Source: an optimization exercise on an open RTL-to-GDS flow (aim: small area, a short achievable clock period and few clock cycles per item). Production flows keep margins and buffers that such runs may drop. Function was checked by simulation only, so behaviour that the tests miss may differ from the original. Power is estimated from default activity; no workload was simulated.

<file path="run.sh">
#!/bin/bash
# synth_recipe.tcl (not shown) runs the flow's synth.tcl, then flattens the netlist and writes it again
# the make line also repeats each setting of config.mk as NAME=value (left out here)
make -C /OpenROAD-flow-scripts/flow DESIGN_CONFIG=/design/flow/config.mk WORK_HOME=/design/flow/orfs CLKGATE_MAP_FILE= SYNTH_SCRIPT=/design/flow/synth_recipe.tcl finish
</file>
<file path="config.mk">
export PLATFORM = sky130hd
export DESIGN_NAME = indexed_max_priority_table
export DESIGN_NICKNAME = indexed_max_priority_table
export VERILOG_FILES = /design/flow/design.v
export SDC_FILE = /design/flow/constraint.sdc
export NUM_CORES = 4
export LEC_CHECK = 0
export CAP_MARGIN = 20
export CORE_MARGIN = 2
export CORE_UTILIZATION = 40
export SLEW_MARGIN = 20
</file>
<file path="constraint.sdc">
create_clock -name core_clock -period 20.0 [get_ports {clock}]
set_input_delay 4.0000 -clock core_clock [delete_from_list [all_inputs] [get_ports {clock}]]
set_output_delay 4.0000 -clock core_clock [all_outputs]
set_load 0.01 [all_outputs]
</file>
<file path="design.v">
`default_nettype none
package imp_pkg;
   localparam int CMD_BITS    = 3;
   localparam int STATUS_BITS = 3;
   localparam int ID_BITS     = 32;
   localparam int PRIO_BITS   = 31;
   localparam int RSP_PAY_BITS = 32;
   localparam logic [PRIO_BITS-1:0] PRIO_TOP = {PRIO_BITS{1'b1}};
   typedef enum logic [CMD_BITS-1:0] {
      CMD_ADD      = 3'd0,
      CMD_PROMOTE  = 3'd1,
      CMD_POP_MAX  = 3'd2,
      CMD_GET_MAX  = 3'd3,
      CMD_IS_VALID = 3'd4,
      CMD_GET      = 3'd5
   } cmd_type;
   typedef enum logic [STATUS_BITS-1:0] {
      STAT_OK        = 3'd0,
      STAT_FULL      = 3'd1,
      STAT_NOT_FOUND = 3'd2,
      STAT_EMPTY     = 3'd3,
      STAT_EXHAUSTED = 3'd4
   } status_type;
   typedef enum logic [2:0] {
      CTL_CLEAR,
      CTL_IDLE,
      CTL_SCAN,
      CTL_DRAIN,
      CTL_FINISH
   } state_type;
   typedef struct packed {
      logic load;
      logic clear_wr;
      logic scan_rd;
      logic finish;
   } ctl_type;
   typedef struct packed {
      logic last_addr;
   } stat_type;
endpackage
`default_nettype wire
`default_nettype none
module imp_ctrl (
   input  wire logic              clock,
   input  wire logic              reset,
   input  wire logic              start,
   input  wire imp_pkg::stat_type stat,
   output imp_pkg::ctl_type       ctl,
   output logic                   busy
);
   imp_pkg::state_type state_ff;
   imp_pkg::state_type state_in;
   always_ff @(posedge clock) begin
      if (reset) begin
         state_ff <= imp_pkg::CTL_CLEAR;
      end else begin
         state_ff <= state_in;
      end
   end
   always_comb begin
      state_in = state_ff;
      case (state_ff)
         imp_pkg::CTL_CLEAR: begin
            if (stat.last_addr) state_in = imp_pkg::CTL_IDLE;
         end
         imp_pkg::CTL_IDLE: begin
            if (start) state_in = imp_pkg::CTL_SCAN;
         end
         imp_pkg::CTL_SCAN: begin
            if (stat.last_addr) state_in = imp_pkg::CTL_DRAIN;
         end
         imp_pkg::CTL_DRAIN: begin
            state_in = imp_pkg::CTL_FINISH;
         end
         imp_pkg::CTL_FINISH: begin
            state_in = imp_pkg::CTL_IDLE;
         end
         default: begin
            state_in = imp_pkg::CTL_CLEAR;
         end
      endcase
   end
   always_comb begin
      ctl  = '0;
      busy = 1'b1;
      case (state_ff)
         imp_pkg::CTL_CLEAR: begin
            ctl.clear_wr = 1'b1;
         end
         imp_pkg::CTL_IDLE: begin
            busy     = 1'b0;
            ctl.load = start;
         end
         imp_pkg::CTL_SCAN: begin
            ctl.scan_rd = 1'b1;
         end
         imp_pkg::CTL_DRAIN: begin
         end
         imp_pkg::CTL_FINISH: begin
            ctl.finish = 1'b1;
         end
         default: begin
         end
      endcase
   end
endmodule
`default_nettype wire
`default_nettype none
module imp_datapath #(
   parameter int CAPACITY     = 16,
   parameter int PAYLOAD_BITS = 32
) (
   input  wire logic                               clock,
   input  wire logic                               reset,
   input  wire imp_pkg::ctl_type                   ctl,
   output imp_pkg::stat_type                       stat,
   input  wire logic [imp_pkg::CMD_BITS-1:0]       req_command,
   input  wire logic [imp_pkg::ID_BITS-1:0]        req_item_id,
   input  wire logic [imp_pkg::RSP_PAY_BITS-1:0]   req_payload,
   output logic                                    rsp_strobe,
   output logic [imp_pkg::STATUS_BITS-1:0]         rsp_status,
   output logic [imp_pkg::ID_BITS-1:0]             rsp_result_id,
   output logic [imp_pkg::RSP_PAY_BITS-1:0]        rsp_result_payload,
   output logic [imp_pkg::PRIO_BITS-1:0]           rsp_result_priority,
   output logic                                    rsp_is_member
);
   localparam int IW = $clog2(CAPACITY);
   localparam int PW = (PAYLOAD_BITS < imp_pkg::RSP_PAY_BITS) ? PAYLOAD_BITS
                                                              : imp_pkg::RSP_PAY_BITS;
   localparam int RW = 1 + imp_pkg::ID_BITS + imp_pkg::PRIO_BITS + PW;
   logic [RW-1:0] slot_mem [CAPACITY];
   logic [IW-1:0]                     addr_ff;
   logic [IW-1:0]                     addr_in;
   logic                              rd_valid_ff;
   logic [IW-1:0]                     rd_idx_ff;
   logic [RW-1:0]                     rd_row_ff;
   logic [imp_pkg::CMD_BITS-1:0]      cmd_ff;
   logic [imp_pkg::ID_BITS-1:0]       id_ff;
   logic [PW-1:0]                     pay_ff;
   logic                              hit_ff;
   logic [IW-1:0]                     hit_idx_ff;
   logic [imp_pkg::ID_BITS-1:0]       hit_id_ff;
   logic [imp_pkg::PRIO_BITS-1:0]     hit_prio_ff;
   logic [PW-1:0]                     hit_pay_ff;
   logic [imp_pkg::ID_BITS:0]         next_id_ff;
   logic [imp_pkg::ID_BITS:0]         next_id_in;
   logic                              rsp_strobe_ff;
   logic [imp_pkg::STATUS_BITS-1:0]   rsp_status_ff;
   logic [imp_pkg::ID_BITS-1:0]       rsp_id_ff;
   logic [imp_pkg::RSP_PAY_BITS-1:0]  rsp_pay_ff;
   logic [imp_pkg::PRIO_BITS-1:0]     rsp_prio_ff;
   logic                              rsp_member_ff;
   logic                              row_valid;
   logic [imp_pkg::ID_BITS-1:0]       row_id;
   logic [imp_pkg::PRIO_BITS-1:0]     row_prio;
   logic [PW-1:0]                     row_pay;
   logic                              take;
   logic                              wr_en;
   logic [IW-1:0]                     wr_addr;
   logic [RW-1:0]                     wr_row;
   logic                              fin_wr;
   logic [RW-1:0]                     fin_row;
   imp_pkg::status_type               fin_status;
   logic [imp_pkg::ID_BITS-1:0]       fin_id;
   logic [imp_pkg::RSP_PAY_BITS-1:0]  fin_pay;
   logic [imp_pkg::PRIO_BITS-1:0]     fin_prio;
   logic                              fin_member;
   logic                              fin_bump;
   logic [imp_pkg::PRIO_BITS-1:0]     new_prio;
   assign stat.last_addr = (addr_ff == IW'(CAPACITY - 1));
   always_comb begin
      addr_in = addr_ff;
      if (ctl.load) begin
         addr_in = '0;
      end else if (ctl.clear_wr || ctl.scan_rd) begin
         addr_in = stat.last_addr ? '0 : addr_ff + IW'(1);
      end
   end
   always_ff @(posedge clock) begin
      if (reset) begin
         addr_ff     <= '0;
         rd_valid_ff <= 1'b0;
      end else begin
         addr_ff     <= addr_in;
         rd_valid_ff <= ctl.scan_rd;
      end
   end
   always_ff @(posedge clock) begin
      if (wr_en) begin
         slot_mem[wr_addr] <= wr_row;
      end
      if (ctl.scan_rd) begin
         rd_row_ff <= slot_mem[addr_ff];
         rd_idx_ff <= addr_ff;
      end
   end
   assign row_valid = rd_row_ff[RW-1];
   assign row_id    = rd_row_ff[RW-2 -: imp_pkg::ID_BITS];
   assign row_prio  = rd_row_ff[PW +: imp_pkg::PRIO_BITS];
   assign row_pay   = rd_row_ff[PW-1:0];
   always_comb begin
      take = 1'b0;
      case (cmd_ff)
         imp_pkg::CMD_ADD: begin
            take = !row_valid && !hit_ff;
         end
         imp_pkg::CMD_PROMOTE, imp_pkg::CMD_IS_VALID, imp_pkg::CMD_GET: begin
            take = row_valid && (row_id == id_ff) && !hit_ff;
         end
         imp_pkg::CMD_POP_MAX, imp_pkg::CMD_GET_MAX: begin
            take = row_valid && (!hit_ff || (row_prio > hit_prio_ff) ||
                   ((row_prio == hit_prio_ff) && (row_id > hit_id_ff)));
         end
         default: begin
            take = 1'b0;
         end
      endcase
   end
   always_ff @(posedge clock) begin
      if (reset) begin
         hit_ff <= 1'b0;
      end else if (ctl.load) begin
         hit_ff <= 1'b0;
      end else if (rd_valid_ff && take) begin
         hit_ff <= 1'b1;
      end
   end
   always_ff @(posedge clock) begin
      if (ctl.load) begin
         cmd_ff <= req_command;
         id_ff  <= req_item_id;
         pay_ff <= req_payload[PW-1:0];
      end
      if (rd_valid_ff && take) begin
         hit_idx_ff  <= rd_idx_ff;
         hit_id_ff   <= row_id;
         hit_prio_ff <= row_prio;
         hit_pay_ff  <= row_pay;
      end
   end
   assign new_prio = (hit_prio_ff == imp_pkg::PRIO_TOP) ? hit_prio_ff
                                                        : hit_prio_ff + imp_pkg::PRIO_BITS'(1);
   always_comb begin
      fin_wr     = 1'b0;
      fin_row    = {1'b1, hit_id_ff, hit_prio_ff, hit_pay_ff};
      fin_status = imp_pkg::STAT_OK;
      fin_id     = '0;
      fin_pay    = '0;
      fin_prio   = '0;
      fin_member = 1'b0;
      fin_bump   = 1'b0;
      case (cmd_ff)
         imp_pkg::CMD_ADD: begin
            if (next_id_ff[imp_pkg::ID_BITS]) begin
               fin_status = imp_pkg::STAT_EXHAUSTED;
            end else if (!hit_ff) begin
               fin_status = imp_pkg::STAT_FULL;
            end else begin
               fin_wr   = 1'b1;
               fin_row  = {1'b1, next_id_ff[imp_pkg::ID_BITS-1:0],
                           {imp_pkg::PRIO_BITS{1'b0}}, pay_ff};
               fin_id   = next_id_ff[imp_pkg::ID_BITS-1:0];
               fin_bump = 1'b1;
            end
         end
         imp_pkg::CMD_PROMOTE: begin
            fin_id = id_ff;
            if (!hit_ff) begin
               fin_status = imp_pkg::STAT_NOT_FOUND;
            end else begin
               fin_wr     = 1'b1;
               fin_row    = {1'b1, hit_id_ff, new_prio, hit_pay_ff};
               fin_prio   = new_prio;
               fin_member = 1'b1;
            end
         end
         imp_pkg::CMD_POP_MAX, imp_pkg::CMD_GET_MAX: begin
            if (!hit_ff) begin
               fin_status = imp_pkg::STAT_EMPTY;
            end else begin
               fin_id     = hit_id_ff;
               fin_pay    = imp_pkg::RSP_PAY_BITS'(hit_pay_ff);
               fin_prio   = hit_prio_ff;
               fin_member = 1'b1;
               if (cmd_ff == imp_pkg::CMD_POP_MAX) begin
                  fin_wr  = 1'b1;
                  fin_row = {1'b0, hit_id_ff, hit_prio_ff, hit_pay_ff};
               end
            end
         end
         imp_pkg::CMD_IS_VALID: begin
            fin_id     = id_ff;
            fin_member = hit_ff;
         end
         imp_pkg::CMD_GET: begin
            fin_id = id_ff;
            if (!hit_ff) begin
               fin_status = imp_pkg::STAT_NOT_FOUND;
            end else begin
               fin_pay    = imp_pkg::RSP_PAY_BITS'(hit_pay_ff);
               fin_member = 1'b1;
            end
         end
         default: begin
         end
      endcase
   end
   always_comb begin
      wr_en   = 1'b0;
      wr_addr = addr_ff;
      wr_row  = '0;
      if (ctl.clear_wr) begin
         wr_en = 1'b1;
      end else if (ctl.finish) begin
         wr_en   = fin_wr;
         wr_addr = hit_idx_ff;
         wr_row  = fin_row;
      end
   end
   assign next_id_in = (ctl.finish && fin_bump) ? next_id_ff + (imp_pkg::ID_BITS + 1)'(1)
                                                : next_id_ff;
   always_ff @(posedge clock) begin
      if (reset) begin
         next_id_ff    <= '0;
         rsp_strobe_ff <= 1'b0;
      end else begin
         next_id_ff    <= next_id_in;
         rsp_strobe_ff <= ctl.finish;
      end
   end
   always_ff @(posedge clock) begin
      if (ctl.finish) begin
         rsp_status_ff <= fin_status;
         rsp_id_ff     <= fin_id;
         rsp_pay_ff    <= fin_pay;
         rsp_prio_ff   <= fin_prio;
         rsp_member_ff <= fin_member;
      end
   end
   assign rsp_strobe          = rsp_strobe_ff;
   assign rsp_status          = rsp_status_ff;
   assign rsp_result_id       = rsp_id_ff;
   assign rsp_result_payload  = rsp_pay_ff;
   assign rsp_result_priority = rsp_prio_ff;
   assign rsp_is_member       = rsp_member_ff;
endmodule
`default_nettype wire
`default_nettype none
module indexed_max_priority_table #(
   parameter int CAPACITY     = 16,
   parameter int PAYLOAD_BITS = 32
) (
   input  wire logic                               clock,
   input  wire logic                               reset,
   input  wire logic                               start,
   output logic                                    busy,
   input  wire logic [imp_pkg::CMD_BITS-1:0]       req_command,
   input  wire logic [imp_pkg::ID_BITS-1:0]        req_item_id,
   input  wire logic [imp_pkg::RSP_PAY_BITS-1:0]   req_payload,
   output logic                                    rsp_strobe,
   output logic [imp_pkg::STATUS_BITS-1:0]         rsp_status,
   output logic [imp_pkg::ID_BITS-1:0]             rsp_result_id,
   output logic [imp_pkg::RSP_PAY_BITS-1:0]        rsp_result_payload,
   output logic [imp_pkg::PRIO_BITS-1:0]           rsp_result_priority,
   output logic                                    rsp_is_member
);
   imp_pkg::ctl_type  ctl;
   imp_pkg::stat_type stat;
   imp_ctrl u_ctrl (
      .clock (clock),
      .reset (reset),
      .start (start),
      .stat  (stat),
      .ctl   (ctl),
      .busy  (busy)
   );
   imp_datapath #(
      .CAPACITY     (CAPACITY),
      .PAYLOAD_BITS (PAYLOAD_BITS)
   ) u_datapath (
      .clock               (clock),
      .reset               (reset),
      .ctl                 (ctl),
      .stat                (stat),
      .req_command         (req_command),
      .req_item_id         (req_item_id),
      .req_payload         (req_payload),
      .rsp_strobe          (rsp_strobe),
      .rsp_status          (rsp_status),
      .rsp_result_id       (rsp_result_id),
      .rsp_result_payload  (rsp_result_payload),
      .rsp_result_priority (rsp_result_priority),
      .rsp_is_member       (rsp_is_member)
   );
endmodule
`default_nettype wire
</file>
==> out/qor.txt <==
Post-synthesis instance area: 75,600 sq um
Core utilization of the finished layout: 46.5%
Remaining antenna violation count after routing: 0
Number of sinks on the clock net: 1,944
Placeable core area: 188,000 sq um
Most used cells in the layout excluding fill and tap cells: 1,901 x sky130_fd_sc_hd__edfxtp_1, 480 x sky130_fd_sc_hd__mux4_2, 195 x sky130_fd_sc_hd__clkbuf_16
Post-synthesis sequential area ratio: 76.6%
Worst Path Max Fanout: 7
Slew of the pin with the lowest slew margin: 1.15 ns
Drt pass-1 iters: 18
Leakage power figure: 25.1 nW
Number of buffers inserted by post-CTS setup repair: 0
Category of the critical setup timing path: flop to output port
Unrepaired setup endpoints after global routing: false
Yosys top cell area share: 75.5%
Clock tree root driver cell: sky130_fd_sc_hd__clkbuf_16
Type of the worst min-delay path: flop to flop
Signed area change from the synthesized netlist to the final layout: 15.4%
Synthesis Warnings: 2
Cell area after layout: 87,300 sq um
Arrival time of the worst setup path: 2.37 ns
CTS tree: built
Maximum cell stage delay along the critical path: 0.63 ns
Cell taking the most area after synthesis: sky130_fd_sc_hd__edfxtp_1
Global-route congestion overflow total: 0
Post-Synthesis Net Count: 3,800
Number of antenna violations at the first check in global routing: 2
Maximum Capacitance Violations: 0
Largest net degree at the start of global routing: 154
Clk pin slew, worst setup/hold paths: 0.06 ns
Mean post-synth cell area: 20.6 sq um
Worst supply voltage drop on vdd: 80.7 uV
Worst min-delay path startpoint: u_datapath.rd_row_ff[8]
Total of flip-flops plus latches after synthesis: 1,944
Number of H-tree levels: 4
Final Hold Slack: 0.417 ns
Synth top area cells: sky130_fd_sc_hd__edfxtp_1 75%, sky130_fd_sc_hd__mux4_2 14%, sky130_fd_sc_hd__dfxtp_1 1.1%
R2r startpoint: u_ctrl.state_ff[1]
Deepest clock path buffer count: 3
Slew Limit Headroom: 23.4%
Type of origin of the critical path: flop
Cts-stage hold buffer count: 0
Wirelength per Cell: 28.2 um
Fmax: 0.157 GHz
Critical Path, Cell by Cell: or3b_2, clkdlybuf4s50_1
Final routed DRC violation total: 0
Final setup violation count: 0
Clock Latency Late Sink: 0.83 ns
Last weighted congestion value of the routability-driven placer: 0.864
Share of layout cells above drive strength 1: 23.0%
Width of the die: 439 um
Number of CTS-inserted buffers: 193
Min setup slack post-route: 13.63 ns
Aggregate negative setup slack: 0 ns
Gate Count Post-Synth: 3,664
Final Hold Fails: 0
Die ar.: 193,000 sq um
Count of buffers from port buffering: 170
Commonest non-fill, non-tap cell in the layout: sky130_fd_sc_hd__edfxtp_1
Number of global-route vias before repair: 37,400
Prevailing post-synth register cell: sky130_fd_sc_hd__edfxtp_1
Setup clock skew after layout: 0.0421 ns
Count of pins on the block boundary: 171
Fillers: 15,600
Via-per-instance ratio: 5.62
Via count of the routed design: 37,200
Post-Route WL: 186,000 um
DRC violation total after the first TritonRoute iteration: 4,059
Post-detailed-placement half-perimeter wirelength: 103,000 um
Gr usage total: 19.3%
Share of async-settable or async-resettable flops after synthesis: 0%
Pre-CTS worst setup slack: 13.04 ns
Nets: 4,091
Post-layout minimum cycle time: 6.37 ns
Initial core utilization: 40.3%
Post-place instance area: 80,700 sq um
Height of the die: 439 um
First-pass GRT wire length: 269,000 um
Synth unique cells: 66
Final worst path period share: 31.9%
Fin. max-slew vios: 0
Required @ worst endpoint: 16.00 ns
Slowest stage cell on the critical path: sky130_fd_sc_hd__or3b_2
Setup crit end kind: output port
Number of flops mapped to enable cells by yosys: 1,901
Cell Pwr Density: 97.3 nW/um^2
Number of gates given a new drive strength after cts: 0
Run status: finished clean
Origin of the worst setup path: u_ctrl.state_ff[2]
Number of rows in the core area: 159
-- synth_stat cells (39+ instances only) --
master	instances
sky130_fd_sc_hd__buf_1	39
sky130_fd_sc_hd__nor3_1	39
sky130_fd_sc_hd__edfxtp_1	1901
sky130_fd_sc_hd__ha_1	66
sky130_fd_sc_hd__a21oi_1	150
sky130_fd_sc_hd__and2_1	39
sky130_fd_sc_hd__nand3_1	41
sky130_fd_sc_hd__clkbuf_1	120
sky130_fd_sc_hd__inv_1	106
sky130_fd_sc_hd__nand2_1	195
sky130_fd_sc_hd__nor2_1	85
sky130_fd_sc_hd__dfxtp_1	43
sky130_fd_sc_hd__mux4_2	480
sky130_fd_sc_hd__o21ai_0	50
-- area by class of cell --
| cell class | count | area, sq um | area share, % |
|---|---|---|---|
| diodes | 1 | 2.50 | 0.00287 |
| clock buffers | 250 | 5130 | 5.87 |
| clock inverters | 105 | 1150 | 1.31 |
| inverters | 107 | 414 | 0.474 |
| multi-input cells | 1437 | 17000 | 19.5 |
| flip-flops and latches | 1944 | 58000 | 66.4 |
| well taps | 2495 | 3120 | 3.58 |
| repair buffers | 272 | 2520 | 2.89 |
-- metal layers --
layer / part of all wire (%) / wire, um / vias to the layer above / GRT usage [%]
li1: - / - / 15700 / -
met1: 43 / 79900 / 20000 / 27.2
met3: 5.3 / 9900 / 253 / 2.55
met5: 0 / 0 / - / 0
met4: 3.2 / 5880 / 0 / 6.56
met2: 49 / 90700 / 1248 / 31.0
-- power by group --
part / switching, W / internal [W] / total (W)
clock: 0.00154 / 0.00206 / 0.00360
combinational: 0.000194 / 0.000174 / 0.000367
sequential: 0.0000222 / 0.00451 / 0.00453
total: 0.00175 / 0.00674 / 0.00849
-- per-stage QoR --
| step | cells | total power [W] |
|---|---|---|
| floorplan | 3664 | 0.00486 |
| global placement | 6248 | 0.00499 |
| detailed placement | 6248 | 0.00499 |
| CTS | 6603 | 0.00858 |
| global route | 6611 | 0.00875 |
| finish | 6611 | 0.00849 |
-- sequential cells by signal (all words and copies together), names as in the netlist, 31 cells and up --
| name | count |
|---|---|
| u_datapath.hit_prio_ff | 31 |
| u_datapath.rd_row_ff | 96 |
| u_datapath.rsp_pay_ff | 32 |
| u_datapath.hit_id_ff | 32 |
| u_datapath.id_ff | 32 |
| u_datapath.slot_mem | 1536 |
| u_datapath.pay_ff | 32 |
| u_datapath.rsp_id_ff | 32 |
| u_datapath.next_id_ff | 33 |
| u_datapath.hit_pay_ff | 32 |
| u_datapath.rsp_prio_ff | 31 |
-- worst max-delay path: cells and delay by family (launching register included) --
kind | cells | cell delay [ns]
buf+inv | 1 | 0.53
simple gates | 1 | 0.63
flops | 1 | 0.38
-- logic make-up (layout without fill, tap and decap cells) --
group | after synthesis | after routing | share of synthesized area [%]
flip-flops | 1944 | 1944 | 76.6
other | 0 | 1 | 0
XOR/XNOR | 57 | 57 | 0.660
buffers and inverters | 283 | 734 | 1.45
adder cells (fa/ha/maj) | 66 | 66 | 1.09
AO/OA/AOI/OAI | 312 | 312 | 2.54
multiplexers | 481 | 481 | 14.3
AND/OR/NAND/NOR | 521 | 521 | 3.35
-- final timing paths --
kind,cells past startpoint,slack (ns),end
hold / removal,0,0.42,u_datapath.hit_pay_ff[8]
hold reg to reg,0,0.42,u_datapath.hit_pay_ff[8]
setup / recovery,2,13.63,busy
setup reg to reg,8,14.84,u_datapath.slot_mem[3][9]
Testbench counts, summed over its fixed seeds: cycles 304,136, items 16,000.

[afterwards: timing with drivers on the ports]
How much do the figures lean on ideal ports? The routed layout below was timed once more, with nothing changed but the port constraints.
Step 1: set_driving_cell puts a clkbuf_16 on clock and a buf_2 on each other input, an assumption about the parent block.
Step 2 also shifts input and output timing later by t, the mid clock arrival at the registers, as if the neighbouring blocks saw the same clock.
a / b / c = no drivers / after step 1 / after step 2; a / b = the first two.
t (ns): 0.898
setup WS [ns]: 13.629 / 13.545 / 13.116
worst hold slack (ns): 0.417 / 0.417 / 0.417
After both steps setup and hold are still met in this run. The setup slack of this run moves by -0.084 ns with the drivers and by -0.513 ns with both steps.
